What follows belongs to an exercise in optimizing a design on an open flow for small area and a short achievable clock period; a production flow would make more cautious choices. The RTL was checked by simulation tests, not by an equivalence proof against the original design. Power is estimated from default activity; no workload was simulated.

==> flow/design.v <==
package cfg_pkg;
    localparam logic [15:0] RW_MAGIC          = 16'h6745;
    localparam logic [15:0] RO_MAGIC          = 16'h2301;
    localparam logic [31:0] CL_PERIOD_DEFAULT = 32'd62500;
    localparam logic [31:0] AUTO_WR_DATA      = 32'hff000406;
    localparam logic [159:0] RW_RESET = {
        CL_PERIOD_DEFAULT,       
        16'h0000,                
        4'hf,                    
        2'b00,                   
        10'd0,                   
        32'd0,                   
        32'd20,                  
        16'h0000,                
        RW_MAGIC                 
    };
endpackage
`timescale 1ns/10ps
module cfg_trit_enc (
    input  logic [5:0] i_mv,      
    output logic [4:0] o_code
);
    logic ma, va, mb, vb, mc, vc;
    assign {mc, vc, mb, vb, ma, va} = i_mv;
    always_comb
    begin
        case ({mc, mb, ma})
            3'b111:  o_code = {2'b11, vc, vb, va};
            3'b011:  o_code = {3'b100, vb, va};
            3'b101:  o_code = {3'b101, vc, va};
            3'b110:  o_code = {3'b010, vc, vb};
            3'b001:  o_code = {4'b0110, va};
            3'b010:  o_code = {4'b0111, vb};
            3'b100:  o_code = {4'b0000, vc};
            default: o_code = 5'b00100;
        endcase
    end
endmodule
module cfg_trit_dec (
    input  logic [4:0] i_code,
    output logic [5:0] o_mv       
);
    logic [4:0] c;
    assign c = i_code;
    assign o_mv[1] = c[4] | (c[3] & c[2] & ~c[1]);
    assign o_mv[0] = c[0];
    assign o_mv[3] = (c[4] & c[3]) | (c[4] & ~c[2]) | (~c[4] & c[3] & ~c[2]) | (~c[4] & c[3] & c[1]);
    assign o_mv[2] = c[4] ? c[1] : c[0];
    assign o_mv[5] = (c[4] & c[3]) | (c[4] & c[2]) | (~c[4] & c[3] & ~c[2]) | (~c[4] & ~c[3] & ~c[2] & ~c[1]);
    assign o_mv[4] = (c[4] & c[3]) ? c[2] : ((c[4] | c[3]) ? c[1] : c[0]);
endmodule
`timescale 1ns/10ps
module pcie_cfg_top (
    input  logic          clk_pcie,
    input  logic          rst,
    input  logic          i_cmd_valid,
    input  logic [63:0]   i_cmd,
    output logic          o_cmd_ready,
    output logic          o_rsp_valid,
    output logic [31:0]   o_rsp,
    input  logic          i_rsp_ready,
    output logic [49:0]   o_mgmt,
    input  logic [32:0]   i_mgmt,
    input  logic [47:0]   i_status,
    output logic [15:0]   o_pcie_id
);
    logic [159:0] rw_q;
    logic         rd_en_q;
    logic         mwr_en_q;
    logic         res_v;
    logic [31:0]  res;
    logic [9:0]   res_addr;
    logic [3:0]   res_be;
    logic [31:0]  cl_cnt;
    logic         done;
    logic         busy;
    logic         launch;
    logic         timer_run;
    logic         auto_wr;
    logic [1:0]   mgmt_en;
    logic [44:0]  cmd_in;
    logic [44:0]  hd;
    logic         hd_v;
    logic [44:0]  cring [15];
    logic [3:0]   c_rp_q;       
    logic [14:0]  c_rp;
    logic [3:0]   c_wp_q;       
    logic [14:0]  c_wp;
    logic [44:0]  c_rd;
    logic [44:0]  hd_d;
    logic         hd_rw_ok;      
    logic         hd_ro_ok;      
    logic [3:0]   c_rc;
    logic         wr_en_q;
    logic [15:0]  hd_val;
    logic [15:0]  hd_msk;
    logic [15:0]  hd_addr;
    logic [1:0]   hd_typ;
    logic         c_full;
    logic         c_push;
    logic         c_rne;
    logic         rsp_hold;
    logic         pop;
    logic         cmd_rd;
    logic         cmd_wr;
    logic         hfree;
    logic         c_take;
    logic         c_push_ring;
    logic [26:0]  cmd_code;
    logic [26:0]  hd_code;
    for (genvar g = 0; g < 5; g++)
    begin : g_tenc
        cfg_trit_enc u_enc (
            .i_mv({i_cmd[32+3*g+2], i_cmd[48+3*g+2], i_cmd[32+3*g+1], i_cmd[48+3*g+1],
                   i_cmd[32+3*g], i_cmd[48+3*g]}),    
            .o_code(cmd_code[5*g +: 5])
        );
        cfg_trit_dec u_dec (
            .i_code(hd_code[5*g +: 5]),
            .o_mv({hd_msk[3*g+2], hd_val[3*g+2], hd_msk[3*g+1], hd_val[3*g+1],
                   hd_msk[3*g], hd_val[3*g]})
        );
    end
    assign cmd_code[26:25] = {i_cmd[47], i_cmd[47] & i_cmd[63]};
    assign hd_msk[15]      = hd_code[26];
    assign hd_val[15]      = hd_code[25];
    assign cmd_in  = {cmd_code, i_cmd[31:16], i_cmd[13:12]};
    assign hd_code = hd[44:18];
    assign hd_addr = hd[17:2];
    assign hd_typ  = hd[1:0];
    assign c_full      = hd_v & (c_rc == 4'd15);
    assign o_cmd_ready = ~c_full;
    assign c_push      = i_cmd_valid & ~c_full;
    assign c_rne       = (c_rc != 4'd0);
    assign pop    = hd_v & ~rsp_hold & ~(rw_q[18] & busy);
    assign cmd_rd = pop & hd_typ[0];
    assign cmd_wr = pop & hd_typ[1] & hd_addr[15];
    assign hfree       = ~hd_v | (pop & ~(hd_typ[1] & hd_addr[15]));
    assign c_take      = hfree & c_rne;
    assign c_push_ring = c_push & ~(hfree & ~c_rne);
    assign hd_d = c_rd | (cmd_in & {45{~c_rne}});
    always_comb
    begin
        for (int i = 0; i < 15; i++)
        begin
            c_rp[i] = (c_rp_q == 4'(i));
            c_wp[i] = (c_wp_q == 4'(i));
            r_rp[i] = (r_rp_q == 4'(i));
            r_wp[i] = (r_wp_q == 4'(i));
        end
    end
    always_ff @(posedge clk_pcie)
    begin
        if (hfree)
        begin
            hd       <= hd_d;
            hd_rw_ok <= (hd_d[16:7] == 10'd0) & hd_d[17];
            hd_ro_ok <= (hd_d[16:7] == 10'd0) & ~hd_d[17];
        end
        for (int i = 0; i < 15; i++)
        begin
            if (c_wp[i] & ((c_rc != 4'd15) | wr_en_q))
            begin
                cring[i] <= cmd_in;
            end
        end
    end
    always_comb
    begin
        c_rd = '0;
        for (int i = 0; i < 15; i++)
        begin
            c_rd = c_rd | (cring[i] & {45{c_rp[i] & c_rne}});
        end
    end
    always_ff @(posedge clk_pcie)
    begin
        if (rst)
        begin
            hd_v    <= 1'b0;
            c_rp_q  <= 4'd0;
            c_wp_q  <= 4'd0;
            c_rc    <= '0;
            wr_en_q <= 1'b0;
        end
        else
        begin
            hd_v    <= hfree ? (c_rne | c_push) : ~pop;
            wr_en_q <= cmd_wr;
            if (c_take)
            begin
                c_rp_q <= (c_rp_q == 4'd14) ? 4'd0 : c_rp_q + 4'd1;
            end
            if (c_push_ring)
            begin
                c_wp_q <= (c_wp_q == 4'd14) ? 4'd0 : c_wp_q + 4'd1;
            end
            if (c_push_ring & ~c_take)
            begin
                c_rc <= c_rc + 4'd1;
            end
            else if (c_take & ~c_push_ring)
            begin
                c_rc <= c_rc - 4'd1;
            end
        end
    end
    logic [7:0]   rd_lo;
    logic [7:0]   rd_hi;
    logic [31:0]  rsp_word;
    logic [191:0] ro;
    assign ro = {
        res,
        16'h0000,
        res_be, res_v, 1'b0, res_addr,
        16'h0000,
        i_status[15:0],
        i_status[31:16],
        i_status[34:32], i_status[39:35], i_status[47:40],
        32'd24,
        14'h0000, mgmt_en,
        cfg_pkg::RO_MAGIC
    };
    logic [7:0]   rwb [34];
    logic [7:0]   rob [34];
    always_comb
    begin
        for (int k = 0; k < 34; k++)
        begin
            rwb[k] = (k < 20) ? rw_q[8*(k % 20) +: 8] : 8'h00;
            rob[k] = (k < 24) ? ro[8*(k % 24) +: 8] : 8'h00;
        end
    end
    logic [7:0]   xe_rw, xo_rw, xn_rw, xe_ro, xo_ro, xn_ro;
    logic [7:0]   rwe [16], rwo [16], rwn [16], roe [16], roo [16], ron [16];
    logic [7:0]   l_rw, l_ro, h_rw, h_ro;
    always_comb
    begin
        for (int j = 0; j < 16; j++)
        begin
            rwe[j] = rwb[2*j];
            rwo[j] = rwb[2*j+1];
            rwn[j] = rwb[2*j+2];
            roe[j] = rob[2*j];
            roo[j] = rob[2*j+1];
            ron[j] = rob[2*j+2];
        end
    end
    assign xe_rw = rwe[hd_addr[4:1]];
    assign xo_rw = rwo[hd_addr[4:1]];
    assign xn_rw = rwn[hd_addr[4:1]];
    assign xe_ro = roe[hd_addr[4:1]];
    assign xo_ro = roo[hd_addr[4:1]];
    assign xn_ro = ron[hd_addr[4:1]];
    assign l_rw = hd_addr[0] ? xo_rw : xe_rw;
    assign h_rw = hd_addr[0] ? xn_rw : xo_rw;
    assign l_ro = hd_addr[0] ? xo_ro : xe_ro;
    assign h_ro = hd_addr[0] ? xn_ro : xo_ro;
    assign rd_lo = ({8{hd_rw_ok}} & l_rw) | ({8{hd_ro_ok}} & l_ro);
    assign rd_hi = ({8{hd_rw_ok}} & h_rw) | ({8{hd_ro_ok}} & h_ro);
    assign rsp_word = {hd_addr, rd_lo, rd_hi};
    logic [31:0]  rhd;
    logic         rhd_v;
    logic [31:0]  rring [15];
    logic [3:0]   r_rp_q;       
    logic [14:0]  r_rp;
    logic [3:0]   r_wp_q;       
    logic [14:0]  r_wp;
    logic [31:0]  r_rd;
    logic [3:0]   r_rc;
    logic         rsp_push_q;
    logic         rfree;
    logic         r_take;
    assign rsp_hold = (r_rc == 4'd15) | ((r_rc == 4'd14) & rhd_v & ~rsp_push_q);
    assign rfree    = ~rhd_v | i_rsp_ready;
    assign r_take   = rfree & (r_rc != 4'd0);
    assign o_rsp       = rhd;
    assign o_rsp_valid = rhd_v;
    always_ff @(posedge clk_pcie)
    begin
        if (r_take)
        begin
            rhd <= r_rd;
        end
        for (int i = 0; i < 15; i++)
        begin
            if (r_wp[i] & (r_rc != 4'd15))
            begin
                rring[i] <= rsp_word;
            end
        end
    end
    always_comb
    begin
        r_rd = '0;
        for (int i = 0; i < 15; i++)
        begin
            r_rd = r_rd | (rring[i] & {32{r_rp[i]}});
        end
    end
    always_ff @(posedge clk_pcie)
    begin
        if (rst)
        begin
            rhd_v      <= 1'b0;
            r_rp_q     <= 4'd0;
            r_wp_q     <= 4'd0;
            r_rc       <= '0;
            rsp_push_q <= 1'b0;
        end
        else
        begin
            rsp_push_q <= cmd_rd;
            rhd_v      <= rfree ? (r_rc != 4'd0) : 1'b1;
            if (r_take)
            begin
                r_rp_q <= (r_rp_q == 4'd14) ? 4'd0 : r_rp_q + 4'd1;
            end
            if (cmd_rd)
            begin
                r_wp_q <= (r_wp_q == 4'd14) ? 4'd0 : r_wp_q + 4'd1;
            end
            if (cmd_rd & ~r_take)
            begin
                r_rc <= r_rc + 4'd1;
            end
            else if (r_take & ~cmd_rd)
            begin
                r_rc <= r_rc - 4'd1;
            end
        end
    end
    logic         wr_small;
    logic [159:0] rw_wr;
    assign wr_small = hd_rw_ok;
    logic [15:0]  s1;
    logic [15:0]  s0;
    assign s1 = hd_msk & hd_val;
    assign s0 = hd_msk & ~hd_val;
    always_comb
    begin
        logic       lo_hit;
        logic       hi_hit;
        for (int k = 0; k < 20; k++)
        begin
            lo_hit = wr_en_q & wr_small & (hd_addr[4:0] == 5'(k));
            hi_hit = wr_en_q & wr_small & (k > 0) & (hd_addr[4:0] == 5'((k + 31) % 32));
            for (int b = 0; b < 8; b++)
            begin
                rw_wr[8*k+b] = (lo_hit & s1[8+b]) | (hi_hit & s1[b]) |
                               (rw_q[8*k+b] & ~(lo_hit & s0[8+b]) & ~(hi_hit & s0[b]));
            end
        end
    end
    always_ff @(posedge clk_pcie)
    begin
        if (rst)
        begin
            rw_q <= cfg_pkg::RW_RESET;
        end
        else
        begin
            rw_q <= rw_wr;
            if (launch)
            begin
                rw_q[16] <= 1'b0;
                rw_q[17] <= 1'b0;
            end
            if (auto_wr)
            begin
                rw_q[17]      <= 1'b1;
                rw_q[95:64]   <= cfg_pkg::AUTO_WR_DATA;
                rw_q[105:96]  <= 10'd1;
                rw_q[106]     <= 1'b0;
                rw_q[107]     <= 1'b0;
                rw_q[111:108] <= {rw_q[19], 1'b0, rw_q[20], rw_q[20]};
            end
        end
    end
    assign done      = i_mgmt[32];
    assign busy      = rw_q[16] | rw_q[17] | rd_en_q | mwr_en_q;
    assign launch    = (rw_q[16] | rw_q[17]) & ~rd_en_q & ~mwr_en_q;
    assign timer_run = (rw_q[19] | rw_q[20]) & ~busy & ~pop & ~wr_en_q;
    assign auto_wr   = timer_run & (cl_cnt >= rw_q[159:128]);
    assign mgmt_en   = {mwr_en_q & ~done, rd_en_q & ~done};
    assign o_mgmt = {mgmt_en[0], mgmt_en[1], rw_q[95:64], rw_q[105:96], rw_q[111:108],
                     rw_q[106], rw_q[107]};
    always_ff @(posedge clk_pcie)
    begin
        if (rst)
        begin
            rd_en_q  <= 1'b0;
            mwr_en_q <= 1'b0;
            res_v    <= 1'b0;
            res      <= '0;
            res_addr <= '0;
            res_be   <= '0;
        end
        else if (done && (rd_en_q || mwr_en_q))
        begin
            rd_en_q  <= 1'b0;
            mwr_en_q <= 1'b0;
            res_v    <= 1'b1;
            res      <= i_mgmt[31:0];
            res_addr <= rw_q[105:96];
            res_be   <= rw_q[111:108];
        end
        else if (launch)
        begin
            rd_en_q  <= rw_q[16];
            mwr_en_q <= ~rw_q[16];
            res_v    <= 1'b0;
        end
    end
    always_ff @(posedge clk_pcie)
    begin
        if (rst)
        begin
            cl_cnt <= '0;
        end
        else if (auto_wr)
        begin
            cl_cnt <= '0;
        end
        else if (timer_run)
        begin
            cl_cnt <= cl_cnt + 32'd1;
        end
    end
    assign o_pcie_id = {i_status[34:32], i_status[39:35], i_status[47:40]};
endmodule
==> flow/flow/run.sh <==
#!/bin/bash
# Standard layout, with the port buffers made from the smallest plain buffer instead of
# ORFS's default choice. Everything else is the standard flow (standard.sh).
set -euo pipefail
export BUFFER_PORTS_ARGS="-buffer_cell sky130_fd_sc_hd__buf_1"
bash standard.sh > standard_flow.log 2>&1
==> flow/standard.sh <==
#!/bin/bash
# synth_recipe.tcl (not shown) runs the flow's synth.tcl, then flattens the netlist and writes it again
# the make line also repeats each setting of config.mk as NAME=value (left out here)
make -C /OpenROAD-flow-scripts/flow DESIGN_CONFIG=/design/flow/config.mk WORK_HOME=/design/flow/orfs CLKGATE_MAP_FILE= SYNTH_SCRIPT=/design/flow/synth_recipe.tcl "${@:-finish}"
==> flow/config.mk <==
export PLATFORM = sky130hd
export DESIGN_NAME = pcie_cfg_top
export DESIGN_NICKNAME = pcie_cfg_top
export VERILOG_FILES = /design/flow/design.v
export SDC_FILE = /design/flow/constraint.sdc
export NUM_CORES = 4
export LEC_CHECK = 0
export ABC_CLOCK_PERIOD_IN_PS = 3000
export CAP_MARGIN = 20
export CORE_MARGIN = 2
export CORE_UTILIZATION = 40
export CTS_CLUSTER_DIAMETER = 100
export CTS_CLUSTER_SIZE = 25
export SETUP_SLACK_MARGIN = 3.8
export SLEW_MARGIN = 20
==> flow/constraint.sdc <==
create_clock -name core_clock -period 7.0 [get_ports {clk_pcie}]
set_input_delay 1.4000 -clock core_clock [delete_from_list [all_inputs] [get_ports {clk_pcie}]]
set_output_delay 1.4000 -clock core_clock [all_outputs]
set_load 0.01 [all_outputs]
==> impl_metrics.csv, run 1 <==
group,metric,value,unit
synth,synth_edf_count,1234,
cells_and_area,nFillCells,13670,
sta,maxSlewViolCount,0,
setup_path,reg2reg_from,"hd[5]$_DFFE_PP_",
cells_and_area,finalNetCount,4806,
sta,fmax,309.2,MHz
power_and_ir_drop,p_leak,20.88,nW
die,start_util,40.32,%
die,die_y,395.6,um
global_routing,grt_max_degree,86,
cells_and_area,final_layout_size_suffix_gt1_share,10.38,%
clock_network,clock_path_buffers,3,
global_routing,grt_pass1_wl,284.0,mm
clock_network,clk_latency,0.71,ns
synth,synth-xor-area-share,0.5570,%
global_routing,gr-total-overflow,0,
setup_path,endpoint,"rring[2][13]$_DFFE_PP_",
setup_path,cp_num_cells,9,
synth,avgSynthCellArea,13.54,sq um
drt,ant_nets,0,
sta,skew,0.04924,ns
power_and_ir_drop,power.density,339.5,nW/um^2
cells_and_area,fin_cells,6690,
worst_hold_path,holdCritPathClass,"flop to flop",
drt,vias_per_cell,6.446,
drt,drc,0,
sta,worstMarginPinSlew,1.168,ns
sta,setup_viol_count_final,0,
power_and_ir_drop,ir_drop,0.2934,mV
clock_network,clock-sinks,1503,
die,coreArea,152100,sq um
cells_and_area,seqCellArea,42460,sq um
synth,synth_simple_gate_area_share,7.730,%
sta,hold_violations,0,
cells_and_area,multiInputGateArea,17740,sq um
setup_path,reg2reg_slack,3.77,ns
sta,worst_slew_margin_rel,21.86,%
setup_path,critPathMostFrequentCell,"buf_4",
clock_network,cts_buffers,73,
drt,dr_total_vias,43130,
placed_design,port_buffers,234,
clock_network,hold_buffers,0,
sta,fin_crit,3.234,ns
setup_path,path_buf_inv,4,
synth,yosys_most_used_dff,"edfxtp_1",
drt,drt_iter0_drc,7195,
setup_path,critPathLaunchType,"flop",
setup_path,worstSetupEndpointType,"flop",
drt,firstDrtPassIters,13,
setup_path,path_max_fanout,40,
placed_design,globalplace.congestion,0.9335,
setup_path,r2r_cells,9,
cells_and_area,mostFrequentLayoutCell,"edfxtp_1",
setup_path,slowest_stage,"a222oi_1",
synth,synth-seq-area-share,69.20,%
setup_path,path_cells,"buf_4 -> buf_4 -> nor4bb_4 -> buf_4 -> a222oi_1 -> nand3_1 -> nand3_1 -> o221ai_1 -> buf_4",
clock_network,cts_tree,"done",
synth,muxShareOfSynthArea,0.8202,%
synth,synth_top_family_by_area,"compound AO/OA/AOI/OAI gates",
global_routing,grt_antenna_before_repair,3,
cells_and_area,layout_common_cells,"1234 x edfxtp_1, 449 x a22oi_1, 336 x nand2_1",
clock_network,htreeDepth,3,
placed_design,dp_hpwl,112.1,mm
die,row_count,143,
cells_and_area,syn_to_final_growth,10.27,%
cells_and_area,utilization,44.46,%
placed_design,dp_cells,6547,
setup_path,crit_arrival,3.70,ns
setup_path,cp.required,7.46,ns
setup_path,startpoint,"hd[5]$_DFFE_PP_",
synth,yosys_warnings,12,
global_routing,grt_util_all_layers,24.51,%
synth,async_reset_ff_share,0,%
synth,yosysUniqueCellTypes,82,
synth,netlist_instances,4528,
synth,synth_area,61330,sq um
setup_path,worstSetupPathType,"flop to flop",
drt,wirelength,199.1,mm
global_routing,grt_pass1_vias,39880,
synth,syn_nets,4717,
setup_path,reg2reg_to,"rring[2][13]$_DFFE_PP_",
clock_network,cts-root-buf,"clkbuf_16",
setup_path,crit_family,"buffers and inverters",
run_status,status,"timing/DRC/antenna clean",
synth,ys_seq_elements,1503,
sta,fin_setup_tns,0,ns
drt,routedWlPerCell,29.76,um
setup_path,max_stage_delay,0.66,ns
sta,fin_crit_sh,46.21,%
synth,synth_compound_area_share,17.45,%
sta,holdWs,0.4629,ns
synth,synth_fa_ha_area_share,0.8406,%
clock_network,cts.reportedPaths.clkPinSlew,0.10,ns
die,dieArea,156500,sq um
flow_run,drv_cap,0,
die,io_pins,249,
sta,rsz0062_at_grt,"yes",
die,die_x,395.6,um
## where the power goes
part	total [mW]	switching [mW]	internal [mW]	leakage, nW
sequential	11.4	0.546	10.9	13.6
combinational	6.59	4.86	1.73	6.19
clock	4.94	2.88	2.06	1.05
total	23.0	8.28	14.7	20.9
## metrics by stage
| step | total power, mW | area (sq um) | setup slack [ns] |
|---|---|---|---|
| floorplan | 14.87 | 61420 | 3.217 |
| global placement | 17.74 | 64850 | 2.904 |
| detailed placement | 17.82 | 64860 | 2.791 |
| CTS | 22.78 | 67410 | 3.803 |
| global route | 23.66 | 67610 | 3.769 |
| finish | 22.96 | 67620 | 3.766 |
## worst min-delay path: stages (launching register included)
cell     delay, ns
dfxtp_1       0.32
nand2_1       0.05
a21oi_1       0.05
## state kept, by name, indices dropped and copies added (netlist names), 4 cells and up
register and count:
cring 675, rring 480, rw_q 160, hd 45
cl_cnt 32, res 32, rhd 32, res_addr 10
c_rc 4, c_rp_q 4, c_wp_q 4, r_rc 4
r_rp_q 4, r_wp_q 4, res_be 4
## synthesized netlist by cell type (68+ instances only)
cell      number  area, sq um
edfxtp_1    1234        37060
a22oi_1      449         3371
nand2_1      344         1291
clkbuf_1     299         1122
dfxtp_1      269         5385
a21oi_1      250         1251
nor2_1       210        788.3
a221oi_1     148         1296
a222oi_1     146         1461
o21ai_0      115        575.6
nand3_1       96        480.5
o221ai_1      84        735.7
a22o_1        80        700.7
nand4_1       71        444.2
inv_1         68        255.2
## cells by family (layout without fill, tap and decap cells)
logic type,after synthesis,in the layout
flops,1503,1503
compound gates,1437,1437
simple gates,985,987
buf+inv,481,606
mux,43,43
fa+ha+maj,40,40
xor+xnor,39,39
other cells,0,5
## worst min path at each step
stage                      startpoint                      to  slack [ns]  depth (start not counted)
3_5_place_dp   res_be[1]$_SDFFE_PP0P_  res_be[1]$_SDFFE_PP0P_        0.45                          2
2_1_floorplan      rw_q[2]$_SDFF_PP1_      rw_q[2]$_SDFF_PP1_        0.44                          2
3_3_place_gp   res_be[1]$_SDFFE_PP0P_  res_be[1]$_SDFFE_PP0P_        0.44                          2
6_report         res[10]$_SDFFE_PP0P_    res[10]$_SDFFE_PP0P_        0.46                          2
4_1_cts        res_be[3]$_SDFFE_PP0P_  res_be[3]$_SDFFE_PP0P_        0.46                          2
5_1_grt          res[30]$_SDFFE_PP0P_    res[30]$_SDFFE_PP0P_        0.48                          2
## final cells by class
class                           count  share of cell area (%)
Antenna cell                        5                 0.01850
Clock buffer                      101                   2.951
Clock inverter                     12                  0.2794
Inverter                           70                  0.3886
Multi-Input combinational cell   2546                   26.23
Sequential cell                  1503                   62.78
Tap cell                         2030                   3.756
Timing Repair Buffer              423                   3.593
## layer usage
layer  part of all wire (%)  global-route usage [%]  wire length [um]  vias up
li1                       -                       -                 -    18310
met1                     40                   34.43             79190    21670
met2                     46                   38.09             91220     2730
met3                     11                   4.737             21460      420
met4                    3.6                   8.297              7209        0
met5                      0                       0                 0        -
## repair_timing
action	in CTS	in global routing
gates cloned	0	2
pin swaps	8	7
setup endpoints to repair	358	278
gates resized for setup	60	36
buffers inserted	20	1
==> run 2: changes to the inputs <==
--- a/flow/config.mk
+++ b/flow/config.mk
@@ -13,3 +13,3 @@
 export CTS_CLUSTER_SIZE = 25
-export SETUP_SLACK_MARGIN = 3.8
+export SETUP_SLACK_MARGIN = 3.95
 export SLEW_MARGIN = 20
==> impl_metrics.csv, run 2 <==
group,metric,value,unit
run_status,status,"timing/DRC/antenna clean",
clock_network,clock-sinks,1503,
cells_and_area,nFillCells,13560,
synth,synth-seq-area-share,69.20,%
synth,yosysUniqueCellTypes,82,
sta,fin_setup_tns,0,ns
power_and_ir_drop,total_power,23.06,mW
synth,synth_top_area_share,60.42,%
synth,synthTopCellsByCount,"1234 x edfxtp_1, 449 x a22oi_1, 344 x nand2_1, 299 x clkbuf_1, 269 x dfxtp_1",
clock_network,cts_buffers,71,
cells_and_area,fin_area,67990,sq um
die,die_x,395.6,um
drt,drt_iter0_drc,7245,
setup_path,reg2reg_slack,3.96,ns
setup_path,worstSetupPathType,"input port to primary output",
global_routing,grt_pass1_wl,283.2,mm
sta,maxSlewViolCount,0,
drt,dr_total_vias,42920,
cells_and_area,layout_common_cells,"1234 x edfxtp_1, 449 x a22oi_1, 333 x nand2_1",
clock_network,clk_latency,0.74,ns
setup_path,crit_arrival,1.78,ns
synth,yosys.area.top_type,"edfxtp_1",
drt,drc,0,
clock_network,cts.reportedPaths.clkPinSlew,0.10,ns
global_routing,grt_antenna_before_repair,10,
placed_design,globalplace.congestion,0.9237,
cells_and_area,reg_top3,"cring (675), rring (480), rw_q (160)",
die,dieArea,156500,sq um
worst_hold_path,min_path_cells,2,
cells_and_area,finalNetCount,4803,
synth,netlist_instances,4528,
power_and_ir_drop,p_leak,21.00,nW
global_routing,grt_util_all_layers,24.35,%
flow_run,drv_cap,0,
worst_hold_path,holdCritPathClass,"flop to flop",
die,coreArea,152100,sq um
cells_and_area,largest-register,"cring",
sta,fin_crit_sh,45.43,%
clock_network,cts-root-buf,"clkbuf_16",
synth,avgSynthCellArea,13.54,sq um
cells_and_area,mostFrequentLayoutCell,"edfxtp_1",
global_routing,grt_pass1_vias,40170,
setup_path,max_stage_delay,0.14,ns
die,die_y,395.6,um
setup_path,path_cells,"buf_12 -> nor2b_4 -> buf_6",
clock_network,htreeDepth,3,
sta,worstMarginPinSlew,1.160,ns
sta,fmax,314.4,MHz
synth,yosys-top-cells-area,"edfxtp_1 60%, dfxtp_1 8.8%, a22oi_1 5.5%",
synth,synth.most_common_cell,"edfxtp_1",
setup_path,r2r_cells,8,
sta,rsz0062_at_grt,"yes",
sta,fin_crit,3.180,ns
setup_path,worstSetupEndpointType,"primary output",
setup_path,slowest_stage,"nor2b_4",
placed_design,placed_area,64810,sq um
die,io_pins,249,
synth,async_reset_ff_share,0,%
synth,yosys_most_used_dff,"edfxtp_1",
power_and_ir_drop,power.density,339.2,nW/um^2
drt,routedWlPerCell,29.63,um
sta,hold_violations,0,
drt,firstDrtPassIters,12,
cells_and_area,fin_cells,6682,
drt,ant_nets,0,
setup_path,critPathLaunchType,"input port",
placed_design,port_buffers,234,
die,row_count,143,
drt,wirelength,198.0,mm
synth,yosys_warnings,12,
cells_and_area,final_layout_size_suffix_gt1_share,11.01,%
global_routing,grt_max_degree,84,
cells_and_area,largest_register_ffs,675,
cells_and_area,utilization,44.71,%
power_and_ir_drop,ir_drop,0.2850,mV
setup_path,reg2reg_from,"hd[2]$_DFFE_PP_",
sta,worst_slew_margin_rel,22.39,%
placed_design,dp_cells,6535,
setup_path,path_max_fanout,4,
synth,synth_area,61330,sq um
synth,syn_nets,4717,
die,start_util,40.32,%
setup_path,reg2reg_to,"rw_q[108]$_SDFF_PP1_",
worst_hold_path,holdPathEnd,"res_addr[8]$_SDFFE_PP0P_",
synth,ys_seq_elements,1503,
setup_path,cp.required,5.60,ns
sta,skew,0.02796,ns
cells_and_area,syn_to_final_growth,10.86,%
clock_network,clock_path_buffers,3,
placed_design,dp_hpwl,111.1,mm
drt,vias_per_cell,6.423,
synth,synth_edf_count,1234,
sta,setup_viol_count_final,0,
clock_network,cts_tree,"done",
worst_hold_path,worstHoldStart,"res_addr[8]$_SDFFE_PP0P_",
global_routing,gr-total-overflow,0,
clock_network,hold_buffers,0,
run 2: worst max path at each step:
stage	end	depth (start not counted)	startpoint
2_1_floorplan	cring[13][0]$_DFFE_PP_	4	c_rc[1]$_SDFFE_PP0P_
6_report	o_mgmt[49]	3	i_mgmt[32]
3_5_place_dp	rring[11][6]$_DFFE_PP_	8	hd[3]$_DFFE_PP_
4_1_cts	o_mgmt[49]	3	i_mgmt[32]
3_3_place_gp	rring[11][6]$_DFFE_PP_	8	hd[3]$_DFFE_PP_
5_1_grt	o_mgmt[49]	3	i_mgmt[32]
run 2: final cells by class:
cell class / instances / area (sq um) / area share (%)
Timing Repair Buffer: 420 / 2753 / 4.049
Clock buffer: 96 / 1881 / 2.766
Clock inverter: 12 / 240.2 / 0.3533
Sequential cell: 1503 / 42460 / 62.45
Multi-Input combinational cell: 2548 / 17840 / 26.24
Antenna cell: 3 / 7.507 / 0.01104
Inverter: 70 / 266.5 / 0.3920
Tap cell: 2030 / 2540 / 3.736
run 2: repair_timing:
| action | 4_1_cts | 5_1_grt |
|---|---|---|
| resized for setup | 146 | 62 |
| setup buffers | 20 | 8 |
| pin swaps | 11 | 8 |
| cloned | 5 | 2 |
| setup endpoints to repair | 457 | 275 |
run 2: cell families (layout without fill, tap and decap cells):
kind of cell | Yosys count | after routing | synth area share (%)
other | 0 | 3 | 0
AND/OR/NAND/NOR | 985 | 989 | 7.730
XOR/XNOR | 39 | 39 | 0.5570
AO/OA/AOI/OAI | 1437 | 1437 | 17.45
multiplexers | 43 | 43 | 0.8202
adder cells (fa/ha/maj) | 40 | 40 | 0.8406
buffers and inverters | 481 | 598 | 3.401
flip-flops | 1503 | 1503 | 69.20
run 2: worst max-delay path, delay by kind of cell:
family / cells / cell delay (ns)
buffers and inverters: 2 / 0.23
AND/OR/NAND/NOR: 1 / 0.14
run 2: metal layers:
| layer | vias to the layer above | part of all wire, % | GRT usage (%) |
|---|---|---|---|
| met3 | 370 | 10 | 4.408 |
| met5 | - | 0.013 | 0 |
| met1 | 21690 | 40 | 34.06 |
| li1 | 18280 | - | - |
| met4 | 4 | 3.5 | 7.768 |
| met2 | 2580 | 46 | 38.46 |
run 2: stage by stage:
stage	setup WS [ns]	hold slack [ns]
finish	3.820	0.4629
global route	3.815	0.4810
CTS	3.769	0.4603
detailed placement	2.879	0.4460
global placement	2.925	0.4422
floorplan	3.355	0.4359
run 2: power breakdown:
part	total, mW	switching [mW]	internal [mW]
logic	6.73	4.87	1.85
clock network	4.89	2.87	2.02
registers	11.4	0.556	10.9

==> separate check: timing with driven ports <==
In the flow no input, the clock included, has a driving cell. The finished layouts below were timed again as built, in two steps.
Step 1 assumes that a clkbuf_16 drives the clock port and a buf_2 every other input.
Step 2, shift: input delay + t, output delay - t, t = (earliest + latest rising clock arrival at the registers) / 2. This alone moves slack from input paths to output paths.
Slacks: ideal / step 1 / step 2; pairs: ideal / step 1.
run | t, ns | setup WS [ns] | hold slack, ns | pins driven straight from the clock port
run 1 | 0.770 | 3.766 / 3.744 / 3.223 | 0.463 / 0.463 / 0.463 | 1
run 2 | 0.796 | 3.820 / 3.742 / 3.365 | 0.463 / 0.463 / 0.463 | 1
After both steps every run listed still meets setup and hold. For run 1, which loses most, drivers alone change the setup slack by -0.022 ns; drivers and shift together by -0.543 ns.
